Background: an optimization exercise with open tools, aiming at a short achievable clock period and few clock cycles. Do not read the settings as production practice.
Only simulation tests tie the RTL to the original design; equivalence was not proved.
Power is estimated from default activity; no workload was simulated.

===== flow/constraint.sdc =====
create_clock -name core_clock -period 5.0 [get_ports {clk}]
set_input_delay 1.0000 -clock core_clock [delete_from_list [all_inputs] [get_ports {clk}]]
set_output_delay 1.0000 -clock core_clock [all_outputs]
set_load 0.01 [all_outputs]

===== flow/run.sh =====
#!/bin/bash
# synth_recipe.tcl (not shown) runs the flow's synth.tcl, then flattens the netlist and writes it again
# the make line also repeats each setting of config.mk as NAME=value (left out here)
make -C /OpenROAD-flow-scripts/flow DESIGN_CONFIG=/design/flow/config.mk WORK_HOME=/design/flow/orfs CLKGATE_MAP_FILE= SYNTH_SCRIPT=/design/flow/synth_recipe.tcl finish

===== flow/config.mk =====
export PLATFORM = sky130hd
export DESIGN_NAME = cpu_top
export DESIGN_NICKNAME = cpu_top
export VERILOG_FILES = /design/flow/design.v
export SDC_FILE = /design/flow/constraint.sdc
export NUM_CORES = 4
export LEC_CHECK = 0
export ABC_CLOCK_PERIOD_IN_PS = 2400
export CAP_MARGIN = 20
export CORE_MARGIN = 2
export CORE_UTILIZATION = 40
export SETUP_SLACK_MARGIN = 2.6
export SLEW_MARGIN = 20

===== flow/design.v =====
`timescale 1ns/1ps
package cpu_pkg;
    localparam int XLEN       = 16;
    localparam int REG_ADDR_W = 3;
    localparam int NUM_REGS   = 8;
    localparam int IMM_W      = 4;
    typedef enum logic [1:0] {
        CLASS_MEM  = 2'b00,
        CLASS_ALU  = 2'b01,
        CLASS_JUMP = 2'b10,
        CLASS_NOP  = 2'b11
    } instr_class_t;
    typedef enum logic [2:0] {
        ADD, SUB, AND, OR, XOR, SHL, SHR, SLT
    } alu_op_t;
    typedef enum logic [2:0] {
        J_NEVER, J_ALWAYS, J_ZERO, J_NONZERO, J_NEG
    } jump_cond_t;
    localparam logic [2:0] MEM_LOAD  = 3'd0;
    localparam logic [2:0] MEM_STORE = 3'd1;
    typedef struct packed {
        instr_class_t          cls;
        logic                  form;
        logic [2:0]            op;
        logic [REG_ADDR_W-1:0] dst;
        logic [REG_ADDR_W-1:0] rs1;
        logic [REG_ADDR_W-1:0] rs2;
        logic                  unused;
    } instr_reg_t;
    typedef struct packed {
        instr_class_t          cls;
        logic                  form;
        logic [2:0]            op;
        logic [REG_ADDR_W-1:0] dst;
        logic [REG_ADDR_W-1:0] rs1;
        logic [IMM_W-1:0]      imm;
    } instr_imm_t;
    typedef union packed {
        instr_reg_t r;
        instr_imm_t i;
    } instr_word_t;
    typedef enum logic [2:0] {
        ST_IDLE, ST_FETCH, ST_DECODE, ST_REG_READ,
        ST_EXECUTE, ST_MEMORY, ST_MEM_WAIT, ST_WRITEBACK
    } stage_t;
endpackage
`timescale 1ns/1ps
module alu (
    input  logic [cpu_pkg::XLEN-1:0] a,
    input  logic [cpu_pkg::XLEN-1:0] b,
    input  logic [2:0]               op,
    output logic [cpu_pkg::XLEN-1:0] y
);
    always_comb begin
        case (op)
            3'd0:    y = a + b;
            3'd1:    y = a - b;
            3'd2:    y = a & b;
            3'd3:    y = a | b;
            3'd4:    y = a ^ b;
            3'd5:    y = a << b[3:0];
            3'd6:    y = a >> b[3:0];
            default: y = ($signed(a) < $signed(b)) ? cpu_pkg::XLEN'(1) : '0;
        endcase
    end
endmodule
`timescale 1ns/1ps
module cpu_top (
    input  logic            clk,
    input  logic            rst,
    input  logic [cpu_pkg::XLEN-1:0] instr_in,
    input  logic [cpu_pkg::XLEN-1:0] pmem_data_in,
    output logic [cpu_pkg::XLEN-1:0] pc,
    output logic [cpu_pkg::XLEN-1:0] pmem_data_out,
    output logic [cpu_pkg::XLEN-1:0] pmem_addr_out,
    output logic            pmem_write
);
    localparam int BTB_N = 4;
    logic [15:0] fpc;                  
    logic        d_valid;              
    logic [15:0] d_pc;
    logic [15:0] d_pc1;                
    logic [11:0] d_hi_p, d_hi_m;       
    logic        e_valid;              
    logic        e_park;               
    logic        e_park1;              
    logic [1:0]  e_cnt_a, e_cnt_b;     
    logic        e_immf;
    logic [15:0] e_pc;
    logic [15:0] e_pc1;                
    logic [15:0] e_pred;               
    logic [15:0] e_jtgt;               
    logic        e_alu, e_ld, e_st, e_jmp, e_jform;
    logic        e_c_always, e_c_zero, e_c_nz, e_c_neg;
    logic [2:0]  e_op;
    logic [2:0]  e_dst;
    logic [7:0]  e_wmask;              
    logic [7:0]  e_lmask;              
    logic [15:0] opa, opb, sdata;
    logic        m_ld;
    logic [2:0]  m_dst;
    logic [7:0]  m_lmask;              
    logic        w_ld;
    logic [2:0]  w_dst;
    logic [7:0]  w_lmask;
    logic [15:0] regs [8];
    logic [BTB_N-1:0] bt_v;
    logic [15:0] bt_pc  [BTB_N];
    logic [15:0] bt_tgt [BTB_N];
    logic [1:0]  bt_rr;
    logic [15:0] iw;
    logic [1:0]  cls;
    logic        form;
    logic [2:0]  op, dst, rs1, rs2, rb;
    logic [3:0]  imm;
    logic [15:0] imm_se;
    logic        is_alu, is_ld, is_st, is_jmp, immf, uses_a, uses_b;
    logic [15:0] alu_y;
    logic [15:0] va, vb;
    logic        stall;
    logic [7:0]  pend;
    logic [4:0]  lo_sum;
    logic [15:0] jtgt_d;
    assign iw     = instr_in;
    assign cls    = iw[15:14];
    assign form   = iw[13];
    assign op     = iw[12:10];
    assign dst    = iw[9:7];
    assign rs1    = iw[6:4];
    assign rs2    = iw[3:1];
    assign imm    = iw[3:0];
    assign imm_se = {{12{imm[3]}}, imm};
    assign is_alu = (cls == 2'b01);
    assign is_ld  = (cls == 2'b00) && (op == 3'd0);
    assign is_st  = (cls == 2'b00) && (op == 3'd1);
    assign is_jmp = (cls == 2'b10);
    assign immf   = form || is_st;
    assign rb     = is_st ? dst : rs2;
    assign uses_a = is_alu || is_ld || is_st || (is_jmp && (op >= 3'd2) && (op <= 3'd4));
    assign uses_b = is_st || (!form && (is_alu || is_ld || (is_jmp && (op >= 3'd1) && (op <= 3'd4))));
    always_comb begin
        if (e_wmask[rs1])      va = alu_y;
        else if (w_lmask[rs1]) va = pmem_data_in;
        else                   va = regs[rs1];
        if (e_wmask[rb])       vb = alu_y;
        else if (w_lmask[rb])  vb = pmem_data_in;
        else                   vb = regs[rb];
    end
    assign pend  = e_lmask | (m_lmask & ~e_wmask);
    assign stall = (uses_a && pend[rs1]) || (uses_b && pend[rb]);
    assign lo_sum = {1'b0, d_pc[3:0]} + {1'b0, imm};
    always_comb begin
        jtgt_d[3:0] = lo_sum[3:0];
        case ({imm[3], lo_sum[4]})
            2'b01:   jtgt_d[15:4] = d_hi_p;
            2'b10:   jtgt_d[15:4] = d_hi_m;
            default: jtgt_d[15:4] = d_pc[15:4];
        endcase
    end
    alu i_alu (.a(opa), .b(opb), .op(e_op), .y(alu_y));
    logic zero, take, mm_seq, mm_jt, mm_rt, mispred;
    logic [15:0] jtgt, actual;
    assign zero    = (opa == 16'h0);
    assign take    = e_jmp && (e_c_always || (e_c_zero && zero) || (e_c_nz && !zero) ||
                               (e_c_neg && opa[15]));
    assign jtgt    = e_jform ? e_jtgt : sdata;
    assign actual  = take ? jtgt : e_pc1;
    assign mm_seq  = (e_pc1 != e_pred);
    assign mm_jt   = (e_jtgt != e_pred);
    assign mm_rt   = (sdata != e_pred);
    assign mispred = e_valid && (take ? (e_jform ? mm_jt : mm_rt) : mm_seq);
    logic [BTB_N-1:0] bhit_v;
    logic        bhit;
    logic [15:0] btgt;
    logic [15:0] fpc1;
    logic [15:0] fpc_n;
    always_comb begin
        btgt = '0;
        for (int i = 0; i < BTB_N; i++) begin
            bhit_v[i] = bt_v[i] && (bt_pc[i] == fpc);
            btgt = btgt | (bhit_v[i] ? bt_tgt[i] : 16'h0);
        end
    end
    assign bhit = |bhit_v;
    assign fpc1 = fpc + 16'd1;
    always_comb begin
        if (mispred)      fpc_n = actual;
        else if (e_park1) fpc_n = e_pred;
        else if (bhit)    fpc_n = btgt;
        else              fpc_n = fpc1;
    end
    assign pc = fpc;
    logic [BTB_N-1:0] e_hit_v;
    logic        e_hit;
    always_comb begin
        for (int i = 0; i < BTB_N; i++) e_hit_v[i] = bt_v[i] && (bt_pc[i] == e_pc);
    end
    assign e_hit = |e_hit_v;
    logic d_go, d_adv, d_park, p_ready;
    assign d_go    = d_valid && !mispred && !e_park;
    assign d_adv   = d_go && !stall;
    assign d_park  = d_go && stall;
    assign p_ready = (e_cnt_a <= 2'd1) && (e_cnt_b <= 2'd1);
    always_ff @(posedge clk or posedge rst) begin
        if (rst) begin
            fpc           <= '0;
            d_valid       <= 1'b0;
            e_valid       <= 1'b0;
            e_park        <= 1'b0;
            e_park1       <= 1'b0;
            e_wmask       <= '0;
            e_lmask       <= '0;
            m_ld          <= 1'b0;
            m_lmask       <= '0;
            w_ld          <= 1'b0;
            w_lmask       <= '0;
            pmem_write    <= 1'b0;
            pmem_addr_out <= '0;
            pmem_data_out <= '0;
            bt_v          <= '0;
            bt_rr         <= '0;
            for (int i = 0; i < 8; i++) regs[i] <= '0;
        end else begin
            fpc        <= fpc_n;
            d_valid    <= !mispred && !e_park1;
            e_valid    <= d_adv || (e_park && p_ready);
            e_park     <= d_park || (e_park && !p_ready);
            e_park1    <= d_park;
            if (e_park) begin
                e_wmask <= (p_ready && e_alu) ? (8'd1 << e_dst) : 8'd0;
                e_lmask <= (p_ready && e_ld) ? (8'd1 << e_dst) : 8'd0;
            end else begin
                e_wmask <= (d_adv && is_alu) ? (8'd1 << dst) : 8'd0;
                e_lmask <= (d_adv && is_ld) ? (8'd1 << dst) : 8'd0;
            end
            m_ld       <= e_valid && e_ld;
            m_lmask    <= e_lmask;
            w_ld       <= m_ld && !(|(m_lmask & e_wmask));
            w_lmask    <= m_lmask & ~e_wmask;
            pmem_write <= e_valid && e_st;
            pmem_addr_out <= opa + opb;
            pmem_data_out <= sdata;
            for (int i = 0; i < 8; i++) begin
                if (e_wmask[i])      regs[i] <= alu_y;
                else if (w_lmask[i]) regs[i] <= pmem_data_in;
            end
            if (e_valid && e_jmp) begin
                if (take) begin
                    if (!e_hit) begin
                        bt_v[bt_rr] <= 1'b1;
                        bt_rr       <= bt_rr + 2'd1;
                    end
                end else begin
                    bt_v <= bt_v & ~e_hit_v;
                end
            end
        end
    end
    always_ff @(posedge clk) begin
        d_pc    <= fpc;
        d_pc1   <= fpc1;
        d_hi_p  <= fpc[15:4] + 12'd1;
        d_hi_m  <= fpc[15:4] - 12'd1;
        if (e_park) begin
            if (e_cnt_a == 2'd1) opa <= pmem_data_in;
            if (e_cnt_b == 2'd1) begin
                sdata <= pmem_data_in;
                if (!e_immf) opb <= pmem_data_in;
            end
            e_cnt_a <= (e_cnt_a == 2'd0) ? 2'd0 : e_cnt_a - 2'd1;
            e_cnt_b <= (e_cnt_b == 2'd0) ? 2'd0 : e_cnt_b - 2'd1;
        end else begin
            opa     <= va;
            opb     <= immf ? imm_se : vb;
            sdata   <= vb;
            e_cnt_a <= !uses_a ? 2'd0 : e_lmask[rs1] ? 2'd2 : pend[rs1] ? 2'd1 : 2'd0;
            e_cnt_b <= !uses_b ? 2'd0 : e_lmask[rb] ? 2'd2 : pend[rb] ? 2'd1 : 2'd0;
        end
    end
    always_ff @(posedge clk) begin
        if (!e_park) begin
        e_pc    <= d_pc;
        e_pc1   <= d_pc1;
        e_pred  <= fpc;
        e_jtgt  <= jtgt_d;
        e_alu   <= is_alu;
        e_ld    <= is_ld;
        e_st    <= is_st;
        e_jmp   <= is_jmp;
        e_jform <= form;
        e_c_always <= (op == 3'd1);
        e_c_zero   <= (op == 3'd2);
        e_c_nz     <= (op == 3'd3);
        e_c_neg    <= (op == 3'd4);
        e_op    <= is_alu ? op : 3'd0;
        e_dst   <= dst;
        e_immf  <= immf;
        end
    end
    always_ff @(posedge clk) begin
        m_dst   <= e_dst;
        w_dst   <= m_dst;
        if (e_valid && e_jmp && take) begin
            for (int i = 0; i < BTB_N; i++) begin
                if (e_hit ? e_hit_v[i] : (bt_rr == 2'(i))) begin
                    bt_pc[i]  <= e_pc;
                    bt_tgt[i] <= jtgt;
                end
            end
        end
    end
endmodule

==> results.json <==
{
  "largest_reg_flops": 128,
  "status": "complete, no violations",
  "die_h_um": 275,
  "clk_pin_slew_ns": 0.07,
  "totalWireLength_um": 117000,
  "routedWlPerCell_um": 28.1,
  "core_area_um2": 72700,
  "grtUsageMet1": 0.422,
  "seqPwrFrac": 0.284,
  "globalplace.congestion": 0.983,
  "final_cell_mix": "315 x buf_4, 256 x edfxtp_1, 205 x dfrtp_1",
  "avgViaCountPerCell": 6.18,
  "insertion_delay_ns": 0.67,
  "holdWs_ns": 0.402,
  "portBuffers": 82,
  "start_kind": "flop",
  "start_util": 0.403,
  "design_power_total_mw": 28.4,
  "layout_commonest_cell": "buf_4",
  "grtUsageTotal": 0.299,
  "switching_share": 0.421,
  "power_frac_comb": 0.554,
  "dp_hpwl_um": 74800,
  "grt_pass1_vias": 24488,
  "clkPwrFrac": 0.162,
  "cap_violations": 0,
  "gr-max-usage-layer": "met2",
  "ios": 83,
  "hold_viol_final": 0,
  "worstSetupPathType": "flop to flop",
  "place_ws_ns": 0.384,
  "synth.area.top_cells": "edfxtp_1 26%, dfrtp_1 19%, xnor2_1 4.5%, dfxtp_1 4.0%, mux2i_1 3.6%",
  "grt_setup_unrepaired": "yes",
  "cts_tree": "done",
  "instances_no_fill": 4158,
  "period_needed_ns": 3.37,
  "die_w_um": 275,
  "place_inst": 3686,
  "cts_hold_buf": 0,
  "relSlewSlack": 0.317,
  "syn-instance-count": 2766,
  "ir_worst_vdd_mv": 0.425,
  "synth-seq-cells": 534,
  "worstPathArrival_ns": 3.72,
  "period_share": 0.673,
  "synth-main-ff-cell": "edfxtp_1",
  "yosysSeqAreaShare": 0.490,
  "reg2reg_slack_ns": 1.63,
  "numCtsBuffers": 59,
  "drive_gt1_frac": 0.347,
  "synth_edf_count": 256,
  "grt_max_degree": 67,
  "fin_skew_ns": 0.0597,
  "power_per_cell_area_nw_per_um2": 715,
  "antenna_found_initial": 8,
  "reg_top3": "regs (128), bt_pc (64), bt_tgt (64)",
  "fillers": 5924,
  "yosysTopAreaCell": "edfxtp_1",
  "grt_pass1_wl_um": 167000,
  "fmax_mhz": 297,
  "gr-usage-met3": 0.0560,
  "drt_pass1_iterations": 8,
  "first_iter_violations": 3335,
  "regMostFlops": "regs",
  "crit_fanout": 3,
  "gr-usage-met2": 0.460,
  "yosysTopAreaCellShare": 0.262,
  "slew_viol_final": 0,
  "fin_nets": 3250,
  "routed-via-count": 25694,
  "ys_warn_count": 5,
  "root_buffer": "clkbuf_16",
  "drtAntennaViolNets": 0,
  "drc": 0,
  "synth.avg_cell_area_um2": 10.6,
  "required_ns": 5.35,
  "switchingPower_mw": 12.0,
  "grt_overflow_total": 0,
  "cts_sinks": 534,
  "tns_ns": 0,
  "syn_nets": 2867,
  "htreeDepth": 2,
  "leakagePower_nw": 15.3,
  "clock_path_buffers": 3,
  "worstMarginPinSlew_ns": 1.02,
  "rows": 99,
  "synth_cell_type_count": 85,
  "synthesis.area_um2": 29300,
  "worstHoldPathType": "flop to flop",
  "endpoint_kind": "flop",
  "finalWorstSetupSlack_ns": 1.63,
  "setup_viol": 0,
  "p_int_mw": 16.5,
  "async_flop_share": 0.410,
  "area_growth_pct": 35.7,
  "die-area_um2": 75400
}
## area by class of cell
type / count / area [um2] / area share
Inverter: 82 / 353 / 0.00887
Antenna cell: 1 / 2.50 / 0.0000629
Sequential cell: 534 / 14400 / 0.362
Timing Repair inverter: 1 / 6.26 / 0.000157
Clock inverter: 32 / 363 / 0.00913
Clock buffer: 78 / 1710 / 0.0431
Tap cell: 959 / 1200 / 0.0302
Multi-Input combinational cell: 1915 / 16200 / 0.407
Timing Repair Buffer: 556 / 5580 / 0.140
## synth_stat cells, drive strengths merged (7+ instances only)
| cell type | n |
|---|---|
| a211oi | 118 |
| a21o | 10 |
| a21oi | 196 |
| a221o | 8 |
| a221oi | 23 |
| a222oi | 8 |
| a22o | 22 |
| a22oi | 62 |
| a31oi | 10 |
| and2 | 8 |
| and3 | 21 |
| buf | 66 |
| clkbuf | 169 |
| dfrtp | 219 |
| dfxtp | 59 |
| edfxtp | 256 |
| ha | 64 |
| inv | 80 |
| mux2 | 45 |
| mux2i | 107 |
| mux4 | 35 |
| nand2 | 149 |
| nand2b | 20 |
| nand3 | 50 |
| nand3b | 8 |
| nand4 | 39 |
| nor2 | 160 |
| nor2b | 115 |
| nor3 | 37 |
| nor4 | 24 |
| o211ai | 33 |
| o21a | 15 |
| o21ai | 137 |
| o221ai | 9 |
| o22a | 11 |
| o22ai | 64 |
| o2bb2ai | 7 |
| or2 | 13 |
| or3 | 9 |
| xnor2 | 152 |
| xor2 | 53 |
## worst max-delay path, stage by stage (launching register included)
cell      delay (ns)
edfxtp_1        0.46
buf_4           0.20
mux4_2          0.48
mux2_4          0.29
nor2b_4         0.13
or4_4           0.52
a41oi_2         0.17
o211ai_1        0.17
a41oi_4         0.38
mux2_4          0.24
a211oi_2        0.06
## logic make-up after synthesis
| logic type | count (synthesis) | share of synthesized area |
|---|---|---|
| compound gates | 784 | 0.178 |
| simple gates | 672 | 0.116 |
| flops | 534 | 0.490 |
| buf+inv | 317 | 0.0435 |
| xor+xnor | 205 | 0.0613 |
| mux | 187 | 0.0813 |
| fa+ha+maj | 67 | 0.0294 |
## worst paths after layout
check | start | end | cells after the start
max | opa[10] | opb[8] | 10
max in group asynchronous | rst | e_park | 4
max reg2reg | opa[10] | opb[8] | 10
min | d_pc1[9] | e_pc1[9] | 0
min in group asynchronous | rst | regs[6][8] | 2
min reg2reg | d_pc1[9] | e_pc1[9] | 0
## layer usage
metal	routed length [um]	up-vias
met5	0	-
met4	4720	0
met3	11300	312
met2	51900	1465
met1	48800	12894
li1	-	11023
## metrics by stage
step,utilization,cell area [um2]
6_report,0.547,39800
3_5_place_dp,0.438,31800
3_3_place_gp,0.438,31800
4_1_cts,0.523,38000
2_1_floorplan,-,30100
5_1_grt,0.547,39800
## what timing repair did
item	in CTS	in global routing
setup endpoints to repair	418	378
setup buffers	258	85
resized for setup	559	247
pin swaps	128	138
gates cloned	14	3
## power by group through the flow
stage	sequential [mW]	combinational (mW)	clock [mW]
after floorplan	7.44	7.16	0
after global placement	8.42	9.95	0
after detailed placement	8.41	10.1	0
after CTS	7.98	13.8	4.65
after global routing	8.16	16.5	4.84
final	8.08	15.7	4.62
Testbench counts, summed over its fixed seeds: cycles 32,199.

-- what the ideal ports hide --
In the flow no input, the clock included, has a driving cell. The finished layout below was timed again as built, in two steps.
Step 1: set_driving_cell puts a clkbuf_16 on clk and a buf_2 on each other input, an assumption about the parent block.
Step 2 times the ports against the registers' clock, not the clock port: input delays grow and output delays shrink by t, the midpoint of the rising clock arrivals with the driver on.
a / b / c = ideal / step 1 / step 2; a / b = the first two.
t (ns): 0.706
setup slack, ns: 1.635 / 1.635 / 0.998
worst hold slack (ns): 0.402 / 0.402 / 0.402
clock arrival spread, ns: 0.063 / 0.063
pins driven straight from the clock port: 1
After both steps this run still meets setup and hold. For this run, drivers alone change the setup slack by 0.000 ns; drivers and shift together by -0.637 ns.
